What follows belongs to an exercise in optimizing a design on an open flow for small area, a short achievable clock period and few clock cycles; a production flow would make more cautious choices. Only simulation tests tie the RTL to the original design; equivalence was not proved. Power figures rest on the tool's default switching activity, not on a simulated workload.

Design rv_core, start of the top module:
module rv_core #(
    parameter logic [rv_pkg::addr_w-1:0] reset_pc = '0
) (
    input  logic                      clk,
    input  logic                      rst_n,
    output logic [rv_pkg::addr_w-1:0] icache_addr,
    input  logic [31:0]               icache_rdata,
    input  logic                      icache_stall,
    output logic                      dcache_ren,
    output logic                      dcache_wen,
    output logic [rv_pkg::addr_w-1:0] dcache_addr,
    output logic [31:0]               dcache_wdata,
    input  logic [31:0]               dcache_rdata,
    input  logic                      dcache_stall
);
clock: 7.5 ns
lec_check: 0
cap_margin: 20
core_margin: 2
core_utilization: 50
cts_cluster_diameter: 100
cts_cluster_size: 25
place_density: 0.6
setup_slack_margin: 4.5
slew_margin: 20
standard.sh (not shown) runs the stock make flow with config.mk's settings and CLKGATE_MAP_FILE= SYNTH_SCRIPT=/design/flow/synth_recipe.tcl, a recipe that flattens the netlist after the stock synthesis.
==> flow/flow/run.sh <==
#!/bin/bash
# standard layout, with the port buffers and timing repair free to pick any
# buffer and drive strength (not only the same cell footprint)
set -euo pipefail
bash standard.sh MATCH_CELL_FOOTPRINT=0 "BUFFER_PORTS_ARGS=-buffer_cell sky130_fd_sc_hd__buf_4" finish > make_finish.log 2>&1
The starting point produced a clean layout.
Testbench counts at the start, summed over its fixed seeds: cycles 14,420.
Next try:
--- a/flow/design.v
+++ b/flow/design.v
@@ -26,43 +26,48 @@
     input  logic        clk,
     input  logic        rst_n,
     input  logic        we,
     input  logic        hold,       
     input  logic [4:0]  wa,
     input  logic [31:0] wd,
-    input  logic [3:0]  ra_lo,     
-    input  logic [7:0]  ra_hi,
-    input  logic [3:0]  rb_lo,
-    input  logic [7:0]  rb_hi,
+    input  logic [4:0]  n_ra,       
+    input  logic [4:0]  n_rb,
     output logic [31:0] qa,
     output logic [31:0] qb
 );
     logic [31:0] regs [1:31];
     logic [31:1] vld;
-    logic [31:1] wsel;
-    always_comb begin
-        for (int i = 1; i < 32; i++) wsel[i] = we && wa == 5'(i) && !hold;
+    logic [31:1] wdec;
+    logic [31:1] sa, sb;
+    always_comb begin
+        for (int i = 1; i < 32; i++) wdec[i] = we && wa == 5'(i);
     end
     always_ff @(posedge clk or negedge rst_n) begin
         if (!rst_n) begin
             vld <= '0;
         end else begin
-            vld <= vld | wsel;
+            vld <= vld | (wdec & {31{!hold}});
         end
     end
     always_ff @(posedge clk) begin
         for (int i = 1; i < 32; i++) begin
-            if (wsel[i]) regs[i] <= wd;
+            if (wdec[i] && !hold) regs[i] <= wd;
+        end
+    end
+    always_ff @(posedge clk) begin
+        for (int i = 1; i < 32; i++) begin
+            sa[i] <= n_ra == 5'(i) && (vld[i] || wdec[i]);
+            sb[i] <= n_rb == 5'(i) && (vld[i] || wdec[i]);
         end
     end
     always_comb begin
         qa = '0;
         qb = '0;
         for (int i = 1; i < 32; i++) begin
-            qa = qa | ({32{ra_lo[i % 4] && ra_hi[i / 4] && vld[i]}} & regs[i]);
-            qb = qb | ({32{rb_lo[i % 4] && rb_hi[i / 4] && vld[i]}} & regs[i]);
+            qa = qa | ({32{sa[i]}} & regs[i]);
+            qb = qb | ({32{sb[i]}} & regs[i]);
         end
     end
 endmodule
 `timescale 1ns/1ps
 module rv_core #(
     parameter logic [rv_pkg::addr_w-1:0] reset_pc = '0
@@ -79,14 +84,12 @@
     input  logic [31:0]               dcache_rdata,
     input  logic                      dcache_stall
 );
     logic [29:0] pc;
     logic        d_v;
     logic [31:0] d_ins;
-    logic [3:0]  d_a_lo, d_b_lo;
-    logic [7:0]  d_a_hi, d_b_hi;
     logic        e_v, e_wr, e_ld, e_st;
     logic [4:0]  e_rd;
     logic [31:0] e_a, e_bx, e_sd;
     logic        e_fsd;
     logic [3:0]  e_sr1;     
     logic [3:0]  e_sl1;     
@@ -129,16 +132,12 @@
         r_cnt <= 3'd1 + {2'd0, d_v} + {2'd0, e_v} + {2'd0, adv};
     end
     always_ff @(posedge clk) begin
         if (!lu) begin
             d_ins <= {icache_rdata[7:0], icache_rdata[15:8],
                       icache_rdata[23:16], icache_rdata[31:24]};
-            d_a_lo <= 4'b1 << f_ins[16:15];
-            d_a_hi <= 8'b1 << f_ins[19:17];
-            d_b_lo <= 4'b1 << f_ins[21:20];
-            d_b_hi <= 8'b1 << f_ins[24:22];
         end
     end
     logic [6:0]  opcode;
     logic [2:0]  f3;
     logic [4:0]  rs1, rs2, rd;
     logic        is_r, is_i, is_ld, is_st, uses_rs1, wr;
@@ -170,13 +169,13 @@
         d_lu <= !lu && is_ld && rd != 5'd0 &&
                 ((f_use1 && f_ins[19:15] == rd) || (f_r && f_ins[24:20] == rd));
     end
     assign lu = d_lu && d_v;
     rv_regfile u_regfile (
         .clk, .rst_n, .we(m_wr), .hold(m_ld && dcache_stall), .wa(m_rd), .wd(m_res),
-        .ra_lo(d_a_lo), .ra_hi(d_a_hi), .rb_lo(d_b_lo), .rb_hi(d_b_hi),
+        .n_ra(lu ? rs1 : f_ins[19:15]), .n_rb(lu ? rs2 : f_ins[24:20]),
         .qa(rf_a), .qb(rf_b)
     );
     logic d_fa, d_fb, d_ba, d_bb;
     always_ff @(posedge clk) begin
         d_fa <= !lu && wr && rd == f_ins[19:15];
         d_fb <= !lu && wr && rd == f_ins[24:20];
@@ -200,13 +199,15 @@
             e_st <= is_st && !lu && !replay;
         end
     end
     always_ff @(posedge clk) begin
         e_rd     <= rd;
         e_a      <= fa ? alu : qa;
-        e_bx     <= (fb ? alu : is_r ? qb : {{20{imm[11]}}, imm}) ^ {32{sub}};
+        e_bx     <= ({32{fb && !sub}} & alu) | ({32{fb && sub}} & ~alu)
+                  | ({32{!fb && is_r && !sub}} & qb) | ({32{!fb && is_r && sub}} & ~qb)
+                  | ({32{!fb && !is_r}} & ({{20{imm[11]}}, imm} ^ {32{sub}}));
         e_sd     <= qb;
         e_sr1    <= (is_i && f3 == 3'b001) ? 4'b0 : 4'b1 << d_ins[21:20];
         e_sl1    <= (is_i && f3 == 3'b001) ? 4'b1 << d_ins[21:20] : 4'b0;
         e_sh4    <= 8'b1 << d_ins[24:22];
         e_fsd    <= d_fb;
         c_add    <= is_ld || is_st || ((is_r || is_i) && f3 == 3'b000);
What happened: The new run completed with no timing, DRC or antenna violations. Cell count went up by 1.9%. Power goes up by 8.3%. Synthesized area came out higher by about 1.3%. Via count goes up by 1.3%. Sequential share of layout area increases by 1.7 points. Setup slack gains 0.060 ns. Flip-flop and latch count grows by 38. Clock-buffer cell count increases by 17. Fmax came out higher by about 1.9%. Clock skew drops by 0.021 ns. Core utilization falls by 1.2 points. Die area came out higher by 1.2%.
Testbench counts after the change, summed over its fixed seeds: cycles 14,420.

port drivers added, routing unchanged:
How much do the figures lean on ideal ports? The routed layouts below were timed once more, with nothing changed but the port constraints.
Step 1, drivers: a clkbuf_16 drives clk and a buf_2 each remaining input, both assumed.
Step 2, shift: input delay + t, output delay - t, t = (earliest + latest rising clock arrival at the registers) / 2. This alone moves slack from input paths to output paths.
Slacks: ideal / step 1 / step 2; pairs: ideal / step 1.
run | shift t [ns] | setup WS [ns] | latest minus earliest clock arrival (ns) | worst register clock-pin slew, ns | worst data-port slew with drivers (ns)
the first run | 0.817 | 4.200 / 4.200 / 3.475 | 0.067 / 0.067 | 0.11 / 0.11 | 0.08
the second run | 0.772 | 4.260 / 4.260 / 3.697 | 0.043 / 0.043 | 0.11 / 0.11 | 0.07
After both steps setup and hold are still met in every run listed. For the first run, which loses most, drivers alone change the setup slack by 0.000 ns; drivers and shift together by -0.725 ns.
